Context: an optimization exercise on an open-source flow, tuned for small area and a short achievable clock period. The choices shown serve that exercise and are no tape-out recipe.
RTL that was checked went through simulation tests only; none was proved equivalent to the original.
Only the layout flow was run in run 2; the RTL was not checked for function there.
Power and IR drop assume default switching activity.

## flow/design.v (module list and top-level ports; edited modules follow where they fit)
// module fp_mul_pipe: 1712 lines
module fp_mul_pipe (
  input  logic        clk,
  input  logic        rst_n,
  input  logic        in_valid,
  input  logic [3:0]  r_mode,
  input  logic [31:0] fp_X,
  input  logic [31:0] fp_Y,
  output logic        out_valid,
  output logic [31:0] fp_Z,
  output logic        ovrf,
  output logic        udrf
);
  // ...
==> flow/flow/run.sh <==
#!/bin/bash
set -euo pipefail
MARGIN=5.8
sed -E "s/SETUP_SLACK_MARGIN=[-0-9.]+/SETUP_SLACK_MARGIN=${MARGIN}/" standard.sh > standard_margin.sh
grep -q "SETUP_SLACK_MARGIN=${MARGIN}" standard_margin.sh
bash standard_margin.sh > standard.log 2>&1
==> flow/standard.sh <==
#!/bin/bash
# synth_recipe.tcl (not shown) runs the flow's synth.tcl, then flattens the netlist and writes it again
# the make line also repeats each setting of config.mk as NAME=value (left out here)
make -C /OpenROAD-flow-scripts/flow DESIGN_CONFIG=/design/flow/config.mk WORK_HOME=/design/flow/orfs CLKGATE_MAP_FILE= SYNTH_SCRIPT=/design/flow/synth_recipe.tcl "${@:-finish}"
==> flow/config.mk <==
export PLATFORM = sky130hd
export DESIGN_NAME = fp_mul_pipe
export DESIGN_NICKNAME = fp_mul_pipe
export VERILOG_FILES = /design/flow/design.v
export SDC_FILE = /design/flow/constraint.sdc
export NUM_CORES = 4
export LEC_CHECK = 0
export CAP_MARGIN = 20
export CORE_MARGIN = 2
export CORE_UTILIZATION = 40
export CTS_BUF_LIST = sky130_fd_sc_hd__clkbuf_8
export CTS_CLUSTER_SIZE = 30
export SETUP_SLACK_MARGIN = 5.0
export SLEW_MARGIN = 20
==> flow/constraint.sdc <==
create_clock -name core_clock -period 8.5 [get_ports {clk}]
set_input_delay 1.7000 -clock core_clock [delete_from_list [all_inputs] [get_ports {clk}]]
set_output_delay 1.7000 -clock core_clock [all_outputs]
set_load 0.01 [all_outputs]
==> results.toml, run 1 <==
[clock_network]
cts_setup_buffers = 135

[cells_and_area]
num_antenna_cells = 1
multi_input_comb_area_um2 = 16200
final_common_cell = "inv_1"
drive_gt1_frac = 0.336
nClkBuffers = 47
clk_share = 0.0322

[floorplanning]
taps = 680
std_cell_rows = 83

[synthesis]
synthTopCellsByArea = "fa_1 25%, dfxtp_1 23%, xnor2_1 9.8%"
synth_edf_count = 0

[grt]
track_usage = 0.259
grt_use_met2 = 0.406
grt_util_met3 = 0.0646

[power]
finalPower_mw = 9.98
leakage_nw = 11.5

[sta]
drv_slew = 0
timing.final.ws_setup_ns = 4.91

[route]
wl_mm = 70.1
vias_per_cell = 5.70
drt_iter0_markers = 2126

[run_status]
status = "finished clean"

[place]
gp_congestion = 0.895

[critical_path]
cp_cell_sequence = "buf_12 > buf_12 > a22oi_2 > xor2_2 > fa_2 > fa_2 > fa_2 > fa_2 > fa_2 > inv_1"
slowest_delay_ns = 0.54
==> run 2, diff against run 1 <==
--- a/flow/design.v
+++ b/flow/design.v
@@ -16,17 +16,20 @@
   localparam logic [1:0] RT_RMM = 2'd3;   
   localparam logic [1:0] CL_NUM = 2'd0;
   localparam logic [1:0] CL_ZER = 2'd1;
   localparam logic [1:0] CL_INF = 2'd2;
   localparam logic [1:0] CL_NAN = 2'd3;
   logic [3:0] vld_q;
   logic        s0_d;
   logic [1:0]  rt0_d;
+  logic        xfz0_d, yfz0_d;
   always_comb begin
+    xfz0_d = (fp_X[22:0] == 23'd0);
+    yfz0_d = (fp_Y[22:0] == 23'd0);
     s0_d = fp_X[31] ^ fp_Y[31];
     case (r_mode)
       4'd1:    rt0_d = RT_TRN;
       4'd2:    rt0_d = s0_d ? RT_UPX : RT_TRN;
       4'd3:    rt0_d = s0_d ? RT_TRN : RT_UPX;
       4'd4:    rt0_d = RT_RMM;
       default: rt0_d = RT_RNE;
     endcase
@@ -38,17 +41,17 @@
       y2 = (2*i+1 == 23) ? 1'b1 : fp_Y[2*i+1];
       y1 = fp_Y[2*i];
       y0 = (i == 0) ? 1'b0 : fp_Y[2*i-1];
       b_one0_d[i] = y1 ^ y0;
       b_two0_d[i] = (y2 & ~y1 & ~y0) | (~y2 & y1 & y0);
       b_neg0_d[i] = y2;
     end
   end
-  logic        s0_q;
+  logic        s0_q, xfz0_q, yfz0_q;
   logic [1:0]  rt0_q;
   logic [7:0]  ex0_q, ey0_q;
   logic [22:0] fx0_q;
   logic [11:0] b_one0_q, b_two0_q, b_neg0_q;
   wire pp0_0 = ((b_one0_q[0] & fx0_q[0])) ^ b_neg0_q[0];
   wire pp0_1 = ((b_one0_q[0] & fx0_q[1]) | (b_two0_q[0] & fx0_q[0])) ^ b_neg0_q[0];
   wire pp0_2 = ((b_one0_q[0] & fx0_q[2]) | (b_two0_q[0] & fx0_q[1])) ^ b_neg0_q[0];
   wire pp0_3 = ((b_one0_q[0] & fx0_q[3]) | (b_two0_q[0] & fx0_q[2])) ^ b_neg0_q[0];
@@ -1199,363 +1202,365 @@
   wire fs848 = fp850 ^ fs716;
   wire fc849 = (pp11_23 & fc714) | (fp850 & fs716);
   wire fp853 = hs719 ^ pp11_24;
   wire fs851 = fp853 ^ fc717;
   wire fc852 = (hs719 & pp11_24) | (fp853 & fc717);
   wire hs854 = 1'b1 ^ hc720;
   wire hc855 = 1'b1 & hc720;
   wire [13:0] lowsum = {1'b0, fc747, fc744, fc741, fc738, fc735, fc732, fc729, fc726, hc724, hc722, pp1_0, pp0_1, b_neg0_q[0]} + {1'b0, fs749, fs746, fs743, fs740, fs737, fs734, fs731, fs728, fs725, hs723, hs721, 1'b0, pp0_0};
-  logic [34:0] csa1_r;
-  logic [47:0] csa1_q;
-  assign csa1_q[0] = 1'b0;
-  assign csa1_q[1] = 1'b0;
-  assign csa1_q[2] = 1'b0;
-  assign csa1_q[3] = 1'b0;
-  assign csa1_q[4] = 1'b0;
-  assign csa1_q[5] = 1'b0;
-  assign csa1_q[6] = 1'b0;
-  assign csa1_q[7] = 1'b0;
-  assign csa1_q[8] = 1'b0;
-  assign csa1_q[9] = 1'b0;
-  assign csa1_q[10] = 1'b0;
-  assign csa1_q[11] = 1'b0;
-  assign csa1_q[12] = 1'b0;
-  assign csa1_q[13] = csa1_r[0];
-  assign csa1_q[14] = csa1_r[1];
-  assign csa1_q[15] = csa1_r[2];
-  assign csa1_q[16] = csa1_r[3];
-  assign csa1_q[17] = csa1_r[4];
-  assign csa1_q[18] = csa1_r[5];
-  assign csa1_q[19] = csa1_r[6];
-  assign csa1_q[20] = csa1_r[7];
-  assign csa1_q[21] = csa1_r[8];
-  assign csa1_q[22] = csa1_r[9];
-  assign csa1_q[23] = csa1_r[10];
-  assign csa1_q[24] = csa1_r[11];
-  assign csa1_q[25] = csa1_r[12];
-  assign csa1_q[26] = csa1_r[13];
-  assign csa1_q[27] = csa1_r[14];
-  assign csa1_q[28] = csa1_r[15];
-  assign csa1_q[29] = csa1_r[16];
-  assign csa1_q[30] = csa1_r[17];
-  assign csa1_q[31] = csa1_r[18];
-  assign csa1_q[32] = csa1_r[19];
-  assign csa1_q[33] = csa1_r[20];
-  assign csa1_q[34] = csa1_r[21];
-  assign csa1_q[35] = csa1_r[22];
-  assign csa1_q[36] = csa1_r[23];
-  assign csa1_q[37] = csa1_r[24];
-  assign csa1_q[38] = csa1_r[25];
-  assign csa1_q[39] = csa1_r[26];
-  assign csa1_q[40] = csa1_r[27];
-  assign csa1_q[41] = csa1_r[28];
-  assign csa1_q[42] = csa1_r[29];
-  assign csa1_q[43] = csa1_r[30];
-  assign csa1_q[44] = csa1_r[31];
-  assign csa1_q[45] = csa1_r[32];
-  assign csa1_q[46] = csa1_r[33];
-  assign csa1_q[47] = csa1_r[34];
+  logic [34:0] r1a_r;
+  logic [47:0] r1a_q;
+  logic [34:0] r1b_r;
+  logic [47:0] r1b_q;
   logic [0:0] cin1_r;
   logic [0:0] cin1_q;
+  assign r1a_q[0] = 1'b0;
+  assign r1a_q[1] = 1'b0;
+  assign r1a_q[2] = 1'b0;
+  assign r1a_q[3] = 1'b0;
+  assign r1a_q[4] = 1'b0;
+  assign r1a_q[5] = 1'b0;
+  assign r1a_q[6] = 1'b0;
+  assign r1a_q[7] = 1'b0;
+  assign r1a_q[8] = 1'b0;
+  assign r1a_q[9] = 1'b0;
+  assign r1a_q[10] = 1'b0;
+  assign r1a_q[11] = 1'b0;
+  assign r1a_q[12] = 1'b0;
+  assign r1a_q[13] = r1a_r[0];
+  assign r1a_q[14] = r1a_r[1];
+  assign r1a_q[15] = r1a_r[2];
+  assign r1a_q[16] = r1a_r[3];
+  assign r1a_q[17] = r1a_r[4];
+  assign r1a_q[18] = r1a_r[5];
+  assign r1a_q[19] = r1a_r[6];
+  assign r1a_q[20] = r1a_r[7];
+  assign r1a_q[21] = r1a_r[8];
+  assign r1a_q[22] = r1a_r[9];
+  assign r1a_q[23] = r1a_r[10];
+  assign r1a_q[24] = r1a_r[11];
+  assign r1a_q[25] = r1a_r[12];
+  assign r1a_q[26] = r1a_r[13];
+  assign r1a_q[27] = r1a_r[14];
+  assign r1a_q[28] = r1a_r[15];
+  assign r1a_q[29] = r1a_r[16];
+  assign r1a_q[30] = r1a_r[17];
+  assign r1a_q[31] = r1a_r[18];
+  assign r1a_q[32] = r1a_r[19];
+  assign r1a_q[33] = r1a_r[20];
+  assign r1a_q[34] = r1a_r[21];
+  assign r1a_q[35] = r1a_r[22];
+  assign r1a_q[36] = r1a_r[23];
+  assign r1a_q[37] = r1a_r[24];
+  assign r1a_q[38] = r1a_r[25];
+  assign r1a_q[39] = r1a_r[26];
+  assign r1a_q[40] = r1a_r[27];
+  assign r1a_q[41] = r1a_r[28];
+  assign r1a_q[42] = r1a_r[29];
+  assign r1a_q[43] = r1a_r[30];
+  assign r1a_q[44] = r1a_r[31];
+  assign r1a_q[45] = r1a_r[32];
+  assign r1a_q[46] = r1a_r[33];
+  assign r1a_q[47] = r1a_r[34];
+  assign r1b_q[0] = 1'b0;
+  assign r1b_q[1] = 1'b0;
+  assign r1b_q[2] = 1'b0;
+  assign r1b_q[3] = 1'b0;
+  assign r1b_q[4] = 1'b0;
+  assign r1b_q[5] = 1'b0;
+  assign r1b_q[6] = 1'b0;
+  assign r1b_q[7] = 1'b0;
+  assign r1b_q[8] = 1'b0;
+  assign r1b_q[9] = 1'b0;
+  assign r1b_q[10] = 1'b0;
+  assign r1b_q[11] = 1'b0;
+  assign r1b_q[12] = 1'b0;
+  assign r1b_q[13] = r1b_r[0];
+  assign r1b_q[14] = r1b_r[1];
+  assign r1b_q[15] = r1b_r[2];
+  assign r1b_q[16] = r1b_r[3];
+  assign r1b_q[17] = r1b_r[4];
+  assign r1b_q[18] = r1b_r[5];
+  assign r1b_q[19] = r1b_r[6];
+  assign r1b_q[20] = r1b_r[7];
+  assign r1b_q[21] = r1b_r[8];
+  assign r1b_q[22] = r1b_r[9];
+  assign r1b_q[23] = r1b_r[10];
+  assign r1b_q[24] = r1b_r[11];
+  assign r1b_q[25] = r1b_r[12];
+  assign r1b_q[26] = r1b_r[13];
+  assign r1b_q[27] = r1b_r[14];
+  assign r1b_q[28] = r1b_r[15];
+  assign r1b_q[29] = r1b_r[16];
+  assign r1b_q[30] = r1b_r[17];
+  assign r1b_q[31] = r1b_r[18];
+  assign r1b_q[32] = r1b_r[19];
+  assign r1b_q[33] = r1b_r[20];
+  assign r1b_q[34] = r1b_r[21];
+  assign r1b_q[35] = r1b_r[22];
+  assign r1b_q[36] = r1b_r[23];
+  assign r1b_q[37] = r1b_r[24];
+  assign r1b_q[38] = r1b_r[25];
+  assign r1b_q[39] = r1b_r[26];
+  assign r1b_q[40] = r1b_r[27];
+  assign r1b_q[41] = r1b_r[28];
+  assign r1b_q[42] = r1b_r[29];
+  assign r1b_q[43] = r1b_r[30];
+  assign r1b_q[44] = r1b_r[31];
+  assign r1b_q[45] = r1b_r[32];
+  assign r1b_q[46] = r1b_r[33];
+  assign r1b_q[47] = r1b_r[34];
   assign cin1_q[0] = cin1_r[0];
-  logic [34:0] csb1_r;
-  logic [47:0] csb1_q;
-  assign csb1_q[0] = 1'b0;
-  assign csb1_q[1] = 1'b0;
-  assign csb1_q[2] = 1'b0;
-  assign csb1_q[3] = 1'b0;
-  assign csb1_q[4] = 1'b0;
-  assign csb1_q[5] = 1'b0;
-  assign csb1_q[6] = 1'b0;
-  assign csb1_q[7] = 1'b0;
-  assign csb1_q[8] = 1'b0;
-  assign csb1_q[9] = 1'b0;
-  assign csb1_q[10] = 1'b0;
-  assign csb1_q[11] = 1'b0;
-  assign csb1_q[12] = 1'b0;
-  assign csb1_q[13] = csb1_r[0];
-  assign csb1_q[14] = csb1_r[1];
-  assign csb1_q[15] = csb1_r[2];
-  assign csb1_q[16] = csb1_r[3];
-  assign csb1_q[17] = csb1_r[4];
-  assign csb1_q[18] = csb1_r[5];
-  assign csb1_q[19] = csb1_r[6];
-  assign csb1_q[20] = csb1_r[7];
-  assign csb1_q[21] = csb1_r[8];
-  assign csb1_q[22] = csb1_r[9];
-  assign csb1_q[23] = csb1_r[10];
-  assign csb1_q[24] = csb1_r[11];
-  assign csb1_q[25] = csb1_r[12];
-  assign csb1_q[26] = csb1_r[13];
-  assign csb1_q[27] = csb1_r[14];
-  assign csb1_q[28] = csb1_r[15];
-  assign csb1_q[29] = csb1_r[16];
-  assign csb1_q[30] = csb1_r[17];
-  assign csb1_q[31] = csb1_r[18];
-  assign csb1_q[32] = csb1_r[19];
-  assign csb1_q[33] = csb1_r[20];
-  assign csb1_q[34] = csb1_r[21];
-  assign csb1_q[35] = csb1_r[22];
-  assign csb1_q[36] = csb1_r[23];
-  assign csb1_q[37] = csb1_r[24];
-  assign csb1_q[38] = csb1_r[25];
-  assign csb1_q[39] = csb1_r[26];
-  assign csb1_q[40] = csb1_r[27];
-  assign csb1_q[41] = csb1_r[28];
-  assign csb1_q[42] = csb1_r[29];
-  assign csb1_q[43] = csb1_r[30];
-  assign csb1_q[44] = csb1_r[31];
-  assign csb1_q[45] = csb1_r[32];
-  assign csb1_q[46] = csb1_r[33];
-  assign csb1_q[47] = csb1_r[34];
   logic [22:0] fy1;
   logic [22:0] ox, oy;
-  logic        st0_1_d, st1_1_d, xfz, yfz, xz, yz, xe, ye;
+  logic        st0_1_d, st1_1_d, xz, yz, xe, ye;
   logic [1:0]  cl1_d;
   logic [9:0]  e1_d;
   always_comb begin
     xz   = (ex0_q == 8'h00);
     yz   = (ey0_q == 8'h00);
     xe   = (ex0_q == 8'hFF);
     ye   = (ey0_q == 8'hFF);
     e1_d = {2'b00, ex0_q} + {2'b00, ey0_q} - 10'd127;
     for (int i = 0; i < 12; i++) begin
       if (2*i+1 <= 22) fy1[2*i+1] = b_neg0_q[i];
       fy1[2*i] = b_one0_q[i] ^ ((i == 0) ? 1'b0 : b_neg0_q[i-1]);
     end
-    xfz = (fx0_q == 23'd0);
-    yfz = (fy1 == 23'd0);
-    if ((xe && !xfz) || (ye && !yfz) || (xe && yz) || (ye && xz)) cl1_d = CL_NAN;
+    if ((xe && !xfz0_q) || (ye && !yfz0_q) || (xe && yz) || (ye && xz)) cl1_d = CL_NAN;
     else if (xe || ye)                                           cl1_d = CL_INF;
     else if (xz || yz)                                           cl1_d = CL_ZER;
     else                                                         cl1_d = CL_NUM;
-    for (int a = 0; a < 23; a++) begin
-      ox[a] = |(fx0_q & ((23'd2 << a) - 23'd1));
-      oy[a] = |(fy1 & ((23'd2 << a) - 23'd1));
-    end
+    ox = fx0_q;
+    oy = fy1;
+    for (int d = 1; d < 23; d = d * 2)
+      for (int i = 22; i >= 0; i--)
+        if ((i / d) % 2 == 1) begin
+          ox[i] = ox[i] | ox[(i / d) * d - 1];
+          oy[i] = oy[i] | oy[(i / d) * d - 1];
+        end
     st1_1_d = 1'b0;   
     st0_1_d = 1'b0;   
     for (int a = 0; a <= 22; a++) st1_1_d = st1_1_d | (ox[a] & oy[22-a]);
     for (int a = 0; a <= 21; a++) st0_1_d = st0_1_d | (ox[a] & oy[21-a]);
   end
   logic        s1_q, st0_1_q, st1_1_q;
   logic [1:0]  cl1_q, rt1_q;
   logic [9:0]  e1_q;
-  wire ag13 = csa1_q[13] & csb1_q[13];
-  wire ap13 = csa1_q[13] ^ csb1_q[13];
-  wire ag14 = csa1_q[14] & csb1_q[14];
-  wire ap14 = csa1_q[14] ^ csb1_q[14];
-  wire ag15 = csa1_q[15] & csb1_q[15];
-  wire ap15 = csa1_q[15] ^ csb1_q[15];
-  wire ag16 = csa1_q[16] & csb1_q[16];
-  wire ap16 = csa1_q[16] ^ csb1_q[16];
-  wire ag17 = csa1_q[17] & csb1_q[17];
-  wire ap17 = csa1_q[17] ^ csb1_q[17];
-  wire ag18 = csa1_q[18] & csb1_q[18];
-  wire ap18 = csa1_q[18] ^ csb1_q[18];
-  wire ag19 = csa1_q[19] & csb1_q[19];
-  wire ap19 = csa1_q[19] ^ csb1_q[19];
-  wire ag20 = csa1_q[20] & csb1_q[20];
-  wire ap20 = csa1_q[20] ^ csb1_q[20];
-  wire ag21 = csa1_q[21] & csb1_q[21];
-  wire ap21 = csa1_q[21] ^ csb1_q[21];
-  wire ag22 = csa1_q[22] & csb1_q[22];
-  wire ap22 = csa1_q[22] ^ csb1_q[22];
-  wire ag23 = csa1_q[23] & csb1_q[23];
-  wire ap23 = csa1_q[23] ^ csb1_q[23];
-  wire ag24 = csa1_q[24] & csb1_q[24];
-  wire ap24 = csa1_q[24] ^ csb1_q[24];
-  wire ag25 = csa1_q[25] & csb1_q[25];
-  wire ap25 = csa1_q[25] ^ csb1_q[25];
-  wire ag26 = csa1_q[26] & csb1_q[26];
-  wire ap26 = csa1_q[26] ^ csb1_q[26];
-  wire ag27 = csa1_q[27] & csb1_q[27];
-  wire ap27 = csa1_q[27] ^ csb1_q[27];
-  wire ag28 = csa1_q[28] & csb1_q[28];
-  wire ap28 = csa1_q[28] ^ csb1_q[28];
-  wire ag29 = csa1_q[29] & csb1_q[29];
-  wire ap29 = csa1_q[29] ^ csb1_q[29];
-  wire ag30 = csa1_q[30] & csb1_q[30];
-  wire ap30 = csa1_q[30] ^ csb1_q[30];
-  wire ag31 = csa1_q[31] & csb1_q[31];
-  wire ap31 = csa1_q[31] ^ csb1_q[31];
-  wire ag32 = csa1_q[32] & csb1_q[32];
-  wire ap32 = csa1_q[32] ^ csb1_q[32];
-  wire ag33 = csa1_q[33] & csb1_q[33];
-  wire ap33 = csa1_q[33] ^ csb1_q[33];
-  wire ag34 = csa1_q[34] & csb1_q[34];
-  wire ap34 = csa1_q[34] ^ csb1_q[34];
-  wire ag35 = csa1_q[35] & csb1_q[35];
-  wire ap35 = csa1_q[35] ^ csb1_q[35];
-  wire ag36 = csa1_q[36] & csb1_q[36];
-  wire ap36 = csa1_q[36] ^ csb1_q[36];
-  wire ag37 = csa1_q[37] & csb1_q[37];
-  wire ap37 = csa1_q[37] ^ csb1_q[37];
-  wire ag38 = csa1_q[38] & csb1_q[38];
-  wire ap38 = csa1_q[38] ^ csb1_q[38];
-  wire ag39 = csa1_q[39] & csb1_q[39];
-  wire ap39 = csa1_q[39] ^ csb1_q[39];
-  wire ag40 = csa1_q[40] & csb1_q[40];
-  wire ap40 = csa1_q[40] ^ csb1_q[40];
-  wire ag41 = csa1_q[41] & csb1_q[41];
-  wire ap41 = csa1_q[41] ^ csb1_q[41];
-  wire ag42 = csa1_q[42] & csb1_q[42];
-  wire ap42 = csa1_q[42] ^ csb1_q[42];
-  wire ag43 = csa1_q[43] & csb1_q[43];
-  wire ap43 = csa1_q[43] ^ csb1_q[43];
-  wire ag44 = csa1_q[44] & csb1_q[44];
-  wire ap44 = csa1_q[44] ^ csb1_q[44];
-  wire ag45 = csa1_q[45] & csb1_q[45];
-  wire ap45 = csa1_q[45] ^ csb1_q[45];
-  wire ag46 = csa1_q[46] & csb1_q[46];
-  wire ap46 = csa1_q[46] ^ csb1_q[46];
-  wire ag47 = csa1_q[47] & csb1_q[47];
-  wire ap47 = csa1_q[47] ^ csb1_q[47];
-  wire pg1 = ag13 | (ap13 & cin1_q);
+  wire ag13 = r1a_q[13] & r1b_q[13];
+  wire ap13 = r1a_q[13] ^ r1b_q[13];
+  wire ag14 = r1a_q[14] & r1b_q[14];
+  wire ap14 = r1a_q[14] ^ r1b_q[14];
+  wire ag15 = r1a_q[15] & r1b_q[15];
+  wire ap15 = r1a_q[15] ^ r1b_q[15];
+  wire ag16 = r1a_q[16] & r1b_q[16];
+  wire ap16 = r1a_q[16] ^ r1b_q[16];
+  wire ag17 = r1a_q[17] & r1b_q[17];
+  wire ap17 = r1a_q[17] ^ r1b_q[17];
+  wire ag18 = r1a_q[18] & r1b_q[18];
+  wire ap18 = r1a_q[18] ^ r1b_q[18];
+  wire ag19 = r1a_q[19] & r1b_q[19];
+  wire ap19 = r1a_q[19] ^ r1b_q[19];
+  wire ag20 = r1a_q[20] & r1b_q[20];
+  wire ap20 = r1a_q[20] ^ r1b_q[20];
+  wire ag21 = r1a_q[21] & r1b_q[21];
+  wire ap21 = r1a_q[21] ^ r1b_q[21];
+  wire ag22 = r1a_q[22] & r1b_q[22];
+  wire ap22 = r1a_q[22] ^ r1b_q[22];
+  wire ag23 = r1a_q[23] & r1b_q[23];
+  wire ap23 = r1a_q[23] ^ r1b_q[23];
+  wire ag24 = r1a_q[24] & r1b_q[24];
+  wire ap24 = r1a_q[24] ^ r1b_q[24];
+  wire ag25 = r1a_q[25] & r1b_q[25];
+  wire ap25 = r1a_q[25] ^ r1b_q[25];
+  wire ag26 = r1a_q[26] & r1b_q[26];
+  wire ap26 = r1a_q[26] ^ r1b_q[26];
+  wire ag27 = r1a_q[27] & r1b_q[27];
+  wire ap27 = r1a_q[27] ^ r1b_q[27];
+  wire ag28 = r1a_q[28] & r1b_q[28];
+  wire ap28 = r1a_q[28] ^ r1b_q[28];
+  wire ag29 = r1a_q[29] & r1b_q[29];
+  wire ap29 = r1a_q[29] ^ r1b_q[29];
+  wire ag30 = r1a_q[30] & r1b_q[30];
+  wire ap30 = r1a_q[30] ^ r1b_q[30];
+  wire ag31 = r1a_q[31] & r1b_q[31];
+  wire ap31 = r1a_q[31] ^ r1b_q[31];
+  wire ag32 = r1a_q[32] & r1b_q[32];
+  wire ap32 = r1a_q[32] ^ r1b_q[32];
+  wire ag33 = r1a_q[33] & r1b_q[33];
+  wire ap33 = r1a_q[33] ^ r1b_q[33];
+  wire ag34 = r1a_q[34] & r1b_q[34];
+  wire ap34 = r1a_q[34] ^ r1b_q[34];
+  wire ag35 = r1a_q[35] & r1b_q[35];
+  wire ap35 = r1a_q[35] ^ r1b_q[35];
+  wire ag36 = r1a_q[36] & r1b_q[36];
+  wire ap36 = r1a_q[36] ^ r1b_q[36];
+  wire ag37 = r1a_q[37] & r1b_q[37];
+  wire ap37 = r1a_q[37] ^ r1b_q[37];
+  wire ag38 = r1a_q[38] & r1b_q[38];
+  wire ap38 = r1a_q[38] ^ r1b_q[38];
+  wire ag39 = r1a_q[39] & r1b_q[39];
+  wire ap39 = r1a_q[39] ^ r1b_q[39];
+  wire ag40 = r1a_q[40] & r1b_q[40];
+  wire ap40 = r1a_q[40] ^ r1b_q[40];
+  wire ag41 = r1a_q[41] & r1b_q[41];
+  wire ap41 = r1a_q[41] ^ r1b_q[41];
+  wire ag42 = r1a_q[42] & r1b_q[42];
+  wire ap42 = r1a_q[42] ^ r1b_q[42];
+  wire ag43 = r1a_q[43] & r1b_q[43];
+  wire ap43 = r1a_q[43] ^ r1b_q[43];
+  wire ag44 = r1a_q[44] & r1b_q[44];
+  wire ap44 = r1a_q[44] ^ r1b_q[44];
+  wire ag45 = r1a_q[45] & r1b_q[45];
+  wire ap45 = r1a_q[45] ^ r1b_q[45];
+  wire ag46 = r1a_q[46] & r1b_q[46];
+  wire ap46 = r1a_q[46] ^ r1b_q[46];
+  wire ag47 = r1a_q[47] & r1b_q[47];
+  wire ap47 = r1a_q[47] ^ r1b_q[47];
+  wire pg1 = ag13 | (ap13 & cin1_q[0]);
   wire pg2 = ag15 | (ap15 & ag14);
-  wire pp2x = ap15 & ap14;
+  wire pq2 = ap15 & ap14;
   wire pg3 = ag17 | (ap17 & ag16);
-  wire pp3x = ap17 & ap16;
+  wire pq3 = ap17 & ap16;
   wire pg4 = ag19 | (ap19 & ag18);
-  wire pp4x = ap19 & ap18;
+  wire pq4 = ap19 & ap18;
   wire pg5 = ag21 | (ap21 & ag20);
-  wire pp5x = ap21 & ap20;
+  wire pq5 = ap21 & ap20;
   wire pg6 = ag23 | (ap23 & ag22);
-  wire pp6x = ap23 & ap22;
+  wire pq6 = ap23 & ap22;
   wire pg7 = ag25 | (ap25 & ag24);
-  wire pp7x = ap25 & ap24;
+  wire pq7 = ap25 & ap24;
   wire pg8 = ag27 | (ap27 & ag26);
-  wire pp8x = ap27 & ap26;
+  wire pq8 = ap27 & ap26;
   wire pg9 = ag29 | (ap29 & ag28);
-  wire pp9x = ap29 & ap28;
+  wire pq9 = ap29 & ap28;
   wire pg10 = ag31 | (ap31 & ag30);
-  wire pp10x = ap31 & ap30;
+  wire pq10 = ap31 & ap30;
   wire pg11 = ag33 | (ap33 & ag32);
-  wire pp11x = ap33 & ap32;
+  wire pq11 = ap33 & ap32;
   wire pg12 = ag35 | (ap35 & ag34);
-  wire pp12x = ap35 & ap34;
+  wire pq12 = ap35 & ap34;
   wire pg13 = ag37 | (ap37 & ag36);
-  wire pp13x = ap37 & ap36;
+  wire pq13 = ap37 & ap36;
   wire pg14 = ag39 | (ap39 & ag38);
-  wire pp14x = ap39 & ap38;
+  wire pq14 = ap39 & ap38;
   wire pg15 = ag41 | (ap41 & ag40);
-  wire pp15x = ap41 & ap40;
+  wire pq15 = ap41 & ap40;
   wire pg16 = ag43 | (ap43 & ag42);
-  wire pp16x = ap43 & ap42;
+  wire pq16 = ap43 & ap42;
   wire pg17 = ag45 | (ap45 & ag44);
-  wire pp17x = ap45 & ap44;
+  wire pq17 = ap45 & ap44;
   wire pg18 = ag47 | (ap47 & ag46);
-  wire pp18x = ap47 & ap46;
+  wire pq18 = ap47 & ap46;
   wire pg19 = ag14 | (ap14 & pg1);
-  wire pg20 = pg2 | (pp2x & pg1);
+  wire pg20 = pg2 | (pq2 & pg1);
   wire pg21 = ag18 | (ap18 & pg3);
-  wire pp21x = ap18 & pp3x;
-  wire pg22 = pg4 | (pp4x & pg3);
-  wire pp22x = pp4x & pp3x;
+  wire pq21 = ap18 & pq3;
+  wire pg22 = pg4 | (pq4 & pg3);
+  wire pq22 = pq4 & pq3;
   wire pg23 = ag22 | (ap22 & pg5);
-  wire pp23x = ap22 & pp5x;
-  wire pg24 = pg6 | (pp6x & pg5);
-  wire pp24x = pp6x & pp5x;
+  wire pq23 = ap22 & pq5;
+  wire pg24 = pg6 | (pq6 & pg5);
+  wire pq24 = pq6 & pq5;
   wire pg25 = ag26 | (ap26 & pg7);
-  wire pp25x = ap26 & pp7x;
-  wire pg26 = pg8 | (pp8x & pg7);
-  wire pp26x = pp8x & pp7x;
+  wire pq25 = ap26 & pq7;
+  wire pg26 = pg8 | (pq8 & pg7);
+  wire pq26 = pq8 & pq7;
   wire pg27 = ag30 | (ap30 & pg9);
-  wire pp27x = ap30 & pp9x;
-  wire pg28 = pg10 | (pp10x & pg9);
-  wire pp28x = pp10x & pp9x;
+  wire pq27 = ap30 & pq9;
+  wire pg28 = pg10 | (pq10 & pg9);
+  wire pq28 = pq10 & pq9;
   wire pg29 = ag34 | (ap34 & pg11);
-  wire pp29x = ap34 & pp11x;
-  wire pg30 = pg12 | (pp12x & pg11);
-  wire pp30x = pp12x & pp11x;
+  wire pq29 = ap34 & pq11;
+  wire pg30 = pg12 | (pq12 & pg11);
+  wire pq30 = pq12 & pq11;
   wire pg31 = ag38 | (ap38 & pg13);
-  wire pp31x = ap38 & pp13x;
-  wire pg32 = pg14 | (pp14x & pg13);
-  wire pp32x = pp14x & pp13x;
+  wire pq31 = ap38 & pq13;
+  wire pg32 = pg14 | (pq14 & pg13);
+  wire pq32 = pq14 & pq13;
   wire pg33 = ag42 | (ap42 & pg15);
-  wire pp33x = ap42 & pp15x;
-  wire pg34 = pg16 | (pp16x & pg15);
-  wire pp34x = pp16x & pp15x;
+  wire pq33 = ap42 & pq15;
+  wire pg34 = pg16 | (pq16 & pg15);
+  wire pq34 = pq16 & pq15;
   wire pg35 = ag46 | (ap46 & pg17);
-  wire pp35x = ap46 & pp17x;
-  wire pg36 = pg18 | (pp18x & pg17);
-  wire pp36x = pp18x & pp17x;
+  wire pq35 = ap46 & pq17;
+  wire pg36 = pg18 | (pq18 & pg17);
+  wire pq36 = pq18 & pq17;
   wire pg37 = ag16 | (ap16 & pg20);
-  wire pg38 = pg3 | (pp3x & pg20);
-  wire pg39 = pg21 | (pp21x & pg20);
-  wire pg40 = pg22 | (pp22x & pg20);
+  wire pg38 = pg3 | (pq3 & pg20);
+  wire pg39 = pg21 | (pq21 & pg20);
+  wire pg40 = pg22 | (pq22 & pg20);
   wire pg41 = ag24 | (ap24 & pg24);
-  wire pp41x = ap24 & pp24x;
-  wire pg42 = pg7 | (pp7x & pg24);
-  wire pp42x = pp7x & pp24x;
-  wire pg43 = pg25 | (pp25x & pg24);
-  wire pp43x = pp25x & pp24x;
-  wire pg44 = pg26 | (pp26x & pg24);
-  wire pp44x = pp26x & pp24x;
+  wire pq41 = ap24 & pq24;
+  wire pg42 = pg7 | (pq7 & pg24);
+  wire pq42 = pq7 & pq24;
+  wire pg43 = pg25 | (pq25 & pg24);
+  wire pq43 = pq25 & pq24;
+  wire pg44 = pg26 | (pq26 & pg24);
+  wire pq44 = pq26 & pq24;
   wire pg45 = ag32 | (ap32 & pg28);
-  wire pp45x = ap32 & pp28x;
-  wire pg46 = pg11 | (pp11x & pg28);
-  wire pp46x = pp11x & pp28x;
-  wire pg47 = pg29 | (pp29x & pg28);
-  wire pp47x = pp29x & pp28x;
-  wire pg48 = pg30 | (pp30x & pg28);
-  wire pp48x = pp30x & pp28x;
+  wire pq45 = ap32 & pq28;
+  wire pg46 = pg11 | (pq11 & pg28);
+  wire pq46 = pq11 & pq28;
+  wire pg47 = pg29 | (pq29 & pg28);
+  wire pq47 = pq29 & pq28;
+  wire pg48 = pg30 | (pq30 & pg28);
+  wire pq48 = pq30 & pq28;
   wire pg49 = ag40 | (ap40 & pg32);
-  wire pp49x = ap40 & pp32x;
-  wire pg50 = pg15 | (pp15x & pg32);
-  wire pp50x = pp15x & pp32x;
-  wire pg51 = pg33 | (pp33x & pg32);
-  wire pp51x = pp33x & pp32x;
-  wire pg52 = pg34 | (pp34x & pg32);
-  wire pp52x = pp34x & pp32x;
+  wire pq49 = ap40 & pq32;
+  wire pg50 = pg15 | (pq15 & pg32);
+  wire pq50 = pq15 & pq32;
+  wire pg51 = pg33 | (pq33 & pg32);
+  wire pq51 = pq33 & pq32;
+  wire pg52 = pg34 | (pq34 & pg32);
+  wire pq52 = pq34 & pq32;
   wire pg53 = ag20 | (ap20 & pg40);
-  wire pg54 = pg5 | (pp5x & pg40);
-  wire pg55 = pg23 | (pp23x & pg40);
-  wire pg56 = pg24 | (pp24x & pg40);
-  wire pg57 = pg41 | (pp41x & pg40);
-  wire pg58 = pg42 | (pp42x & pg40);
-  wire pg59 = pg43 | (pp43x & pg40);
-  wire pg60 = pg44 | (pp44x & pg40);
+  wire pg54 = pg5 | (pq5 & pg40);
+  wire pg55 = pg23 | (pq23 & pg40);
+  wire pg56 = pg24 | (pq24 & pg40);
+  wire pg57 = pg41 | (pq41 & pg40);
+  wire pg58 = pg42 | (pq42 & pg40);
+  wire pg59 = pg43 | (pq43 & pg40);
+  wire pg60 = pg44 | (pq44 & pg40);
   wire pg61 = ag36 | (ap36 & pg48);
-  wire pp61x = ap36 & pp48x;
-  wire pg62 = pg13 | (pp13x & pg48);
-  wire pp62x = pp13x & pp48x;
-  wire pg63 = pg31 | (pp31x & pg48);
-  wire pp63x = pp31x & pp48x;
-  wire pg64 = pg32 | (pp32x & pg48);
-  wire pp64x = pp32x & pp48x;
-  wire pg65 = pg49 | (pp49x & pg48);
-  wire pp65x = pp49x & pp48x;
-  wire pg66 = pg50 | (pp50x & pg48);
-  wire pp66x = pp50x & pp48x;
-  wire pg67 = pg51 | (pp51x & pg48);
-  wire pp67x = pp51x & pp48x;
-  wire pg68 = pg52 | (pp52x & pg48);
-  wire pp68x = pp52x & pp48x;
+  wire pq61 = ap36 & pq48;
+  wire pg62 = pg13 | (pq13 & pg48);
+  wire pq62 = pq13 & pq48;
+  wire pg63 = pg31 | (pq31 & pg48);
+  wire pq63 = pq31 & pq48;
+  wire pg64 = pg32 | (pq32 & pg48);
+  wire pq64 = pq32 & pq48;
+  wire pg65 = pg49 | (pq49 & pg48);
+  wire pq65 = pq49 & pq48;
+  wire pg66 = pg50 | (pq50 & pg48);
+  wire pq66 = pq50 & pq48;
+  wire pg67 = pg51 | (pq51 & pg48);
+  wire pq67 = pq51 & pq48;
+  wire pg68 = pg52 | (pq52 & pg48);
+  wire pq68 = pq52 & pq48;
   wire pg69 = ag28 | (ap28 & pg60);
-  wire pg70 = pg9 | (pp9x & pg60);
-  wire pg71 = pg27 | (pp27x & pg60);
-  wire pg72 = pg28 | (pp28x & pg60);
-  wire pg73 = pg45 | (pp45x & pg60);
-  wire pg74 = pg46 | (pp46x & pg60);
-  wire pg75 = pg47 | (pp47x & pg60);
-  wire pg76 = pg48 | (pp48x & pg60);
-  wire pg77 = pg61 | (pp61x & pg60);
-  wire pg78 = pg62 | (pp62x & pg60);
-  wire pg79 = pg63 | (pp63x & pg60);
-  wire pg80 = pg64 | (pp64x & pg60);
-  wire pg81 = pg65 | (pp65x & pg60);
-  wire pg82 = pg66 | (pp66x & pg60);
-  wire pg83 = pg67 | (pp67x & pg60);
-  wire pg84 = pg68 | (pp68x & pg60);
+  wire pg70 = pg9 | (pq9 & pg60);
+  wire pg71 = pg27 | (pq27 & pg60);
+  wire pg72 = pg28 | (pq28 & pg60);
+  wire pg73 = pg45 | (pq45 & pg60);
+  wire pg74 = pg46 | (pq46 & pg60);
+  wire pg75 = pg47 | (pq47 & pg60);
+  wire pg76 = pg48 | (pq48 & pg60);
+  wire pg77 = pg61 | (pq61 & pg60);
+  wire pg78 = pg62 | (pq62 & pg60);
+  wire pg79 = pg63 | (pq63 & pg60);
+  wire pg80 = pg64 | (pq64 & pg60);
+  wire pg81 = pg65 | (pq65 & pg60);
+  wire pg82 = pg66 | (pq66 & pg60);
+  wire pg83 = pg67 | (pq67 & pg60);
+  wire pg84 = pg68 | (pq68 & pg60);
   wire pg85 = ag44 | (ap44 & pg84);
-  wire pg86 = pg17 | (pp17x & pg84);
-  wire pg87 = pg35 | (pp35x & pg84);
-  wire pg88 = pg36 | (pp36x & pg84);
+  wire pg86 = pg17 | (pq17 & pg84);
+  wire pg87 = pg35 | (pq35 & pg84);
+  wire pg88 = pg36 | (pq36 & pg84);
   wire [47:0] prod_w = {ap47 ^ pg87, ap46 ^ pg86, ap45 ^ pg85, ap44 ^ pg84, ap43 ^ pg83, ap42 ^ pg82, ap41 ^ pg81, ap40 ^ pg80, ap39 ^ pg79, ap38 ^ pg78, ap37 ^ pg77, ap36 ^ pg76, ap35 ^ pg75, ap34 ^ pg74, ap33 ^ pg73, ap32 ^ pg72, ap31 ^ pg71, ap30 ^ pg70, ap29 ^ pg69, ap28 ^ pg60, ap27 ^ pg59, ap26 ^ pg58, ap25 ^ pg57, ap24 ^ pg56, ap23 ^ pg55, ap22 ^ pg54, 1'b0, 1'b0, 1'b0, 1'b0, 1'b0, 1'b0, 1'b0, 1'b0, 1'b0, 1'b0, 1'b0, 1'b0, 1'b0, 1'b0, 1'b0, 1'b0, 1'b0, 1'b0, 1'b0, 1'b0, 1'b0, 1'b0};
   logic [47:0] prod;
   logic        h2_d, g, st, inc2_d;
   logic [23:0] m2_d;
   always_comb begin
     prod = prod_w;
     h2_d = prod[47];
     m2_d = h2_d ? prod[47:24] : prod[46:23];
@@ -1606,99 +1611,101 @@
   logic        ovrf_q, udrf_q;
   always_ff @(posedge clk or negedge rst_n) begin
     if (!rst_n) vld_q <= '0;
     else        vld_q <= {vld_q[2:0], in_valid};
   end
   always_ff @(posedge clk) begin
     s0_q     <= s0_d;
     rt0_q    <= rt0_d;
+    xfz0_q   <= xfz0_d;
+    yfz0_q   <= yfz0_d;
     ex0_q    <= fp_X[30:23];
     ey0_q    <= fp_Y[30:23];
     fx0_q    <= fp_X[22:0];
     b_one0_q <= b_one0_d;
     b_two0_q <= b_two0_d;
     b_neg0_q <= b_neg0_d;
     s1_q     <= s0_q;
     cl1_q    <= cl1_d;
     rt1_q    <= rt0_q;
     e1_q     <= e1_d;
     st0_1_q  <= st0_1_d;
     st1_1_q  <= st1_1_d;
-    csa1_r[0] <= fc750;
-    csa1_r[1] <= fc753;
-    csa1_r[2] <= fc756;
-    csa1_r[3] <= fc759;
-    csa1_r[4] <= fc762;
-    csa1_r[5] <= fc765;
-    csa1_r[6] <= fc768;
-    csa1_r[7] <= fc771;
-    csa1_r[8] <= fc774;
-    csa1_r[9] <= fc777;
-    csa1_r[10] <= fc780;
-    csa1_r[11] <= fc783;
-    csa1_r[12] <= fc786;
-    csa1_r[13] <= fc789;
-    csa1_r[14] <= fc792;
-    csa1_r[15] <= fc795;
-    csa1_r[16] <= fc798;
-    csa1_r[17] <= fc801;
-    csa1_r[18] <= fc804;
-    csa1_r[19] <= fc807;
-    csa1_r[20] <= fc810;
-    csa1_r[21] <= fc813;
-    csa1_r[22] <= fc816;
-    csa1_r[23] <= fc819;
-    csa1_r[24] <= fs824;
-    csa1_r[25] <= fc825;
-    csa1_r[26] <= fc828;
-    csa1_r[27] <= fc831;
-    csa1_r[28] <= fc834;
-    csa1_r[29] <= fs839;
-    csa1_r[30] <= fc840;
-    csa1_r[31] <= fc843;
-    csa1_r[32] <= fs848;
-    csa1_r[33] <= fc849;
-    csa1_r[34] <= hs854;
+    r1a_r[0] <= fc750;
+    r1a_r[1] <= fc753;
+    r1a_r[2] <= fc756;
+    r1a_r[3] <= fc759;
+    r1a_r[4] <= fc762;
+    r1a_r[5] <= fc765;
+    r1a_r[6] <= fc768;
+    r1a_r[7] <= fc771;
+    r1a_r[8] <= fc774;
+    r1a_r[9] <= fc777;
+    r1a_r[10] <= fc780;
+    r1a_r[11] <= fc783;
+    r1a_r[12] <= fc786;
+    r1a_r[13] <= fc789;
+    r1a_r[14] <= fc792;
+    r1a_r[15] <= fc795;
+    r1a_r[16] <= fc798;
+    r1a_r[17] <= fc801;
+    r1a_r[18] <= fc804;
+    r1a_r[19] <= fc807;
+    r1a_r[20] <= fc810;
+    r1a_r[21] <= fc813;
+    r1a_r[22] <= fc816;
+    r1a_r[23] <= fc819;
+    r1a_r[24] <= fs824;
+    r1a_r[25] <= fc825;
+    r1a_r[26] <= fc828;
+    r1a_r[27] <= fc831;
+    r1a_r[28] <= fc834;
+    r1a_r[29] <= fs839;
+    r1a_r[30] <= fc840;
+    r1a_r[31] <= fc843;
+    r1a_r[32] <= fs848;
+    r1a_r[33] <= fc849;
+    r1a_r[34] <= hs854;
+    r1b_r[0] <= fs752;
+    r1b_r[1] <= fs755;
+    r1b_r[2] <= fs758;
+    r1b_r[3] <= fs761;
+    r1b_r[4] <= fs764;
+    r1b_r[5] <= fs767;
+    r1b_r[6] <= fs770;
+    r1b_r[7] <= fs773;
+    r1b_r[8] <= fs776;
+    r1b_r[9] <= fs779;
+    r1b_r[10] <= fs782;
+    r1b_r[11] <= fs785;
+    r1b_r[12] <= fs788;
+    r1b_r[13] <= fs791;
+    r1b_r[14] <= fs794;
+    r1b_r[15] <= fs797;
+    r1b_r[16] <= fs800;
+    r1b_r[17] <= fs803;
+    r1b_r[18] <= fs806;
+    r1b_r[19] <= fs809;
+    r1b_r[20] <= fs812;
+    r1b_r[21] <= fs815;
+    r1b_r[22] <= fs818;
+    r1b_r[23] <= fs821;
+    r1b_r[24] <= fc822;
+    r1b_r[25] <= fs827;
+    r1b_r[26] <= fs830;
+    r1b_r[27] <= fs833;
+    r1b_r[28] <= fs836;
+    r1b_r[29] <= fc837;
+    r1b_r[30] <= fs842;
+    r1b_r[31] <= fs845;
+    r1b_r[32] <= fc846;
+    r1b_r[33] <= fs851;
+    r1b_r[34] <= fc852;
     cin1_r[0] <= lowsum[13];
-    csb1_r[0] <= fs752;
-    csb1_r[1] <= fs755;
-    csb1_r[2] <= fs758;
-    csb1_r[3] <= fs761;
-    csb1_r[4] <= fs764;
-    csb1_r[5] <= fs767;
-    csb1_r[6] <= fs770;
-    csb1_r[7] <= fs773;
-    csb1_r[8] <= fs776;
-    csb1_r[9] <= fs779;
-    csb1_r[10] <= fs782;
-    csb1_r[11] <= fs785;
-    csb1_r[12] <= fs788;
-    csb1_r[13] <= fs791;
-    csb1_r[14] <= fs794;
-    csb1_r[15] <= fs797;
-    csb1_r[16] <= fs800;
-    csb1_r[17] <= fs803;
-    csb1_r[18] <= fs806;
-    csb1_r[19] <= fs809;
-    csb1_r[20] <= fs812;
-    csb1_r[21] <= fs815;
-    csb1_r[22] <= fs818;
-    csb1_r[23] <= fs821;
-    csb1_r[24] <= fc822;
-    csb1_r[25] <= fs827;
-    csb1_r[26] <= fs830;
-    csb1_r[27] <= fs833;
-    csb1_r[28] <= fs836;
-    csb1_r[29] <= fc837;
-    csb1_r[30] <= fs842;
-    csb1_r[31] <= fs845;
-    csb1_r[32] <= fc846;
-    csb1_r[33] <= fs851;
-    csb1_r[34] <= fc852;
     s2_q     <= s1_q;
     cl2_q    <= cl1_q;
     trn2_q   <= (rt1_q == RT_TRN);
     e2_q     <= e1_q;
     h2_q     <= h2_d;
     m2_q     <= m2_d;
     inc2_q   <= inc2_d;
     z_q      <= z_d;
==> flow/run.sh (new file) <==
#!/bin/bash
# synth_recipe.tcl (not shown) runs the flow's synth.tcl, then flattens the netlist and writes it again
# the make line also repeats each setting of config.mk as NAME=value (left out here)
make -C /OpenROAD-flow-scripts/flow DESIGN_CONFIG=/design/flow/config.mk WORK_HOME=/design/flow/orfs CLKGATE_MAP_FILE= SYNTH_SCRIPT=/design/flow/synth_recipe.tcl finish
removed: flow/flow/run.sh
removed: flow/standard.sh
==> results.toml, run 2 <==
[run_status]
status = "finished clean"

[route]
vias = 16400
drc = 0
antenna_left = 0
routedWlPerCell_um = 21.7
vias_per_cell = 5.63
drt_iter0_markers = 1504
drtPass1Iterations = 5
wl_mm = 63.4

[clock_network]
numCtsBuffers = 42
root_buffer = "clkbuf_8"
htree_levels = 2
cts_tree = "built"
clk_pin_slew_ns = 0.06
cts_buffer_depth = 3
clk_latency_ns = 0.63
clock_sinks = 245

[synthesis]
yosysSeqAreaShare = 0.236
postSynth.asyncResetShare = 0.0163
synth_top_flop_cell = "dfxtp_1"
synth_common_cells = "259 x fa_1, 255 x a22oi_1, 245 x xnor2_1, 241 x dfxtp_1, 224 x inv_1"
yosys_register_bits = 245
synth_area_leader_cell = "fa_1"
synthTopCellsByArea = "fa_1 25%, dfxtp_1 23%, xnor2_1 10%"
synth_most_common_cell = "fa_1"
synth_cells = 2144
yosys.area.top_type_share = 0.248
mappedNetlistArea_um2 = 20900
synth_edf_count = 0
ys_warn_count = 1
avgSynthCellArea_um2 = 9.73
syn_nets = 2576
ys_types = 74

[cells_and_area]
fill_cells = 4802
design_area_um2 = 25000
drive_gt1_frac = 0.137
final_nets = 2643
top_regs = "r1a_r: 35 flops, r1b_r: 35 flops, z_q: 32 flops"
area_delta_synth_final_pct = 20.0
final_cell_mix = "234 x inv_1, 234 x xnor2_1, 234 x fa_1"

[place]
dp_slack_ns = 3.67
gp_congestion = 0.886
place_area_um2 = 22500
numPortBuffers = 105
post-dp-hpwl_mm = 40.5

[floorplanning]
initial_core_util = 0.406
die_area_um2 = 54000
coreArea_um2 = 51400
std_cell_rows = 83
die_h_um = 232
boundaryPins = 106
die_width_um = 232

[critical_path]
ff2ff_setup_slack_ns = 4.93
crit_slowest_cell = "or4_4"
cp_cell_sequence = "bufbuf_16 > or4_4 > nor4_4 > nand2_2 > or4_4 > nor4_4 > and2b_2 > nand2_1 > or3_4 > o41ai_2 > o211ai_1"
critPathKind = "reg2reg"
start_kind = "flop"
cp.required_ns = 8.89
cp_max_fo = 14
endpoint_kind = "flop"
slowest_delay_ns = 0.57
arrival_ns = 3.96

[sta]
drv_slew = 0
hold_viol_final = 0
fin_crit_sh = 0.420
setup_tns_ns = 0
period_needed_ns = 3.57
rsz0062_at_grt = "yes"
worst_pin_slew_ns = 0.686
slew_headroom = 0.541
timing.final.ws_setup_ns = 4.93
clock.fmax_ghz = 0.280
finalSetupViolations = 0
finClkSkew_ns = 0.0451

[flow_run]
drv_cap = 0

[grt]
grt_pass1_vias = 17200
antenna_found_initial = 1
grt_pass1_wl_mm = 95.4
grt_overflow_total = 0
grt_start_max_net_pins = 42
track_usage = 0.227

[worst_hold_path]
hold_class = "reg2reg"

[power]
p_per_area_nw_per_um2 = 342
leakage_nw = 10.1
ir_drop_uv = 191
finalPower_mw = 8.55
-- run 2: changes by cell type in the layout (fill, tap and decap cells not counted), sizes merged, moves of 8 or more --
| cell | change |
|---|---|
| xnor2 | +14 |
| clkbuf | +12 |
| a21oi | +8 |
| nand2 | -23 |
| nor4 | +9 |
| or2 | -9 |
| clkdlybuf4s50 | +35 |
| nor3 | +10 |
| buf | -183 |
| nor2 | +34 |
| xor2 | -18 |
| nor2b | +9 |
-- run 2: report_power, final --
group | total (mW) | internal, mW | switching, mW | leakage [nW]
combinational | 5.74 | 2.59 | 3.14 | 7.59
clock | 1.01 | 0.525 | 0.486 | 0.452
sequential | 1.81 | 1.62 | 0.184 | 2.08
-- run 2: logic make-up after synthesis --
family,after synthesis,share of synthesized area
AOI/OAI and AO/OA,483,0.161
xor gates and xnor gates,333,0.140
and+or+nand+nor,304,0.0749
DFF,245,0.236
buffers and inverters,410,0.0744
adders and majority gates,361,0.310
muxes,8,0.00390
-- run 2: through the flow --
step	util	instances	hold slack, ns
2_1_floorplan	-	2144	0.310
3_3_place_gp	0.437	2799	0.312
3_5_place_dp	0.437	2799	0.312
4_1_cts	0.464	2885	0.326
5_1_grt	0.487	2918	0.330
6_report	0.487	2919	0.325
-- run 2: area by class of cell --
cell class / count / area, µm² / share of cell area
inverter: 229 / 900 / 0.0359
sequential: 245 / 5020 / 0.200
clock inverter: 22 / 109 / 0.00435
multi-input combinational: 1489 / 14900 / 0.593
timing repair buffer: 204 / 2640 / 0.105
tap: 680 / 851 / 0.0340
antenna: 1 / 2.50 / 0.0000999
clock buffer: 49 / 674 / 0.0269
-- run 2: worst max-delay path: cells and delay by family, from the launching register on --
kind                   cells  cell delay [ns]
DFF                        1             0.34
and+or+nand+nor            8             2.14
AOI/OAI and AO/OA          2             0.55
buffers and inverters      1             0.29
-- run 2: path summary, 6_finish.rpt --
kind	end	start	cells past startpoint
max	st0_1_q	b_one0_q[0]	11
min	cl2_q[0]	cl1_q[0]	0
max reg2reg	st0_1_q	b_one0_q[0]	11
min reg2reg	cl2_q[0]	cl1_q[0]	0
max in group asynchronous	vld_q[0]	rst_n	1
min in group asynchronous	vld_q[2]	rst_n	1
-- run 2: what timing repair did --
item | in CTS | in global routing
endpoints found under the setup margin | 86 | 62
gates resized for setup | 111 | 172
hold buffers | 0 | 0
pin swaps | 2 | 36
buffers inserted | 12 | 21
gates cloned | 3 | 12
-- run 2: layer usage --
| layer | part of all wire | track usage | wire length, µm | vias up |
|---|---|---|---|---|
| met5 | 0.00019 | 0 | 12 | - |
| met4 | 0.038 | 0.0917 | 2410 | 2 |
| met3 | 0.11 | 0.0507 | 6710 | 157 |
| met2 | 0.45 | 0.363 | 28600 | 907 |
| met1 | 0.40 | 0.295 | 25600 | 8043 |
| li1 | - | - | - | 7332 |

## port drivers added, routing unchanged
Ports are ideal in the flow. The routed layouts listed here were re-timed in OpenROAD.
Step 1 (the two cells are an assumption about what drives the block):
set clk [get_ports {clk}]
set_driving_cell -lib_cell sky130_fd_sc_hd__clkbuf_16 $clk
set_driving_cell -lib_cell sky130_fd_sc_hd__buf_2 [delete_from_list [all_inputs] $clk]
Step 2 also shifts input and output timing later by t, the mid clock arrival at the registers, as if the neighbouring blocks saw the same clock.
Slacks: ideal / step 1 / step 2; pairs: ideal / step 1.
| run | t (ns) | setup slack, ns | clock arrival spread, ns | worst data-port slew with drivers (ns) |
|---|---|---|---|---|
| run 1 | 0.677 | 4.913 / 4.913 / 4.913 | 0.038 / 0.038 | 0.04 |
| run 2 | 0.662 | 4.932 / 4.932 / 4.797 | 0.046 / 0.046 | 0.04 |
After both steps setup and hold are still met in every run listed. For run 2, which loses most, drivers alone change the setup slack by 0.000 ns; drivers and shift together by -0.135 ns.
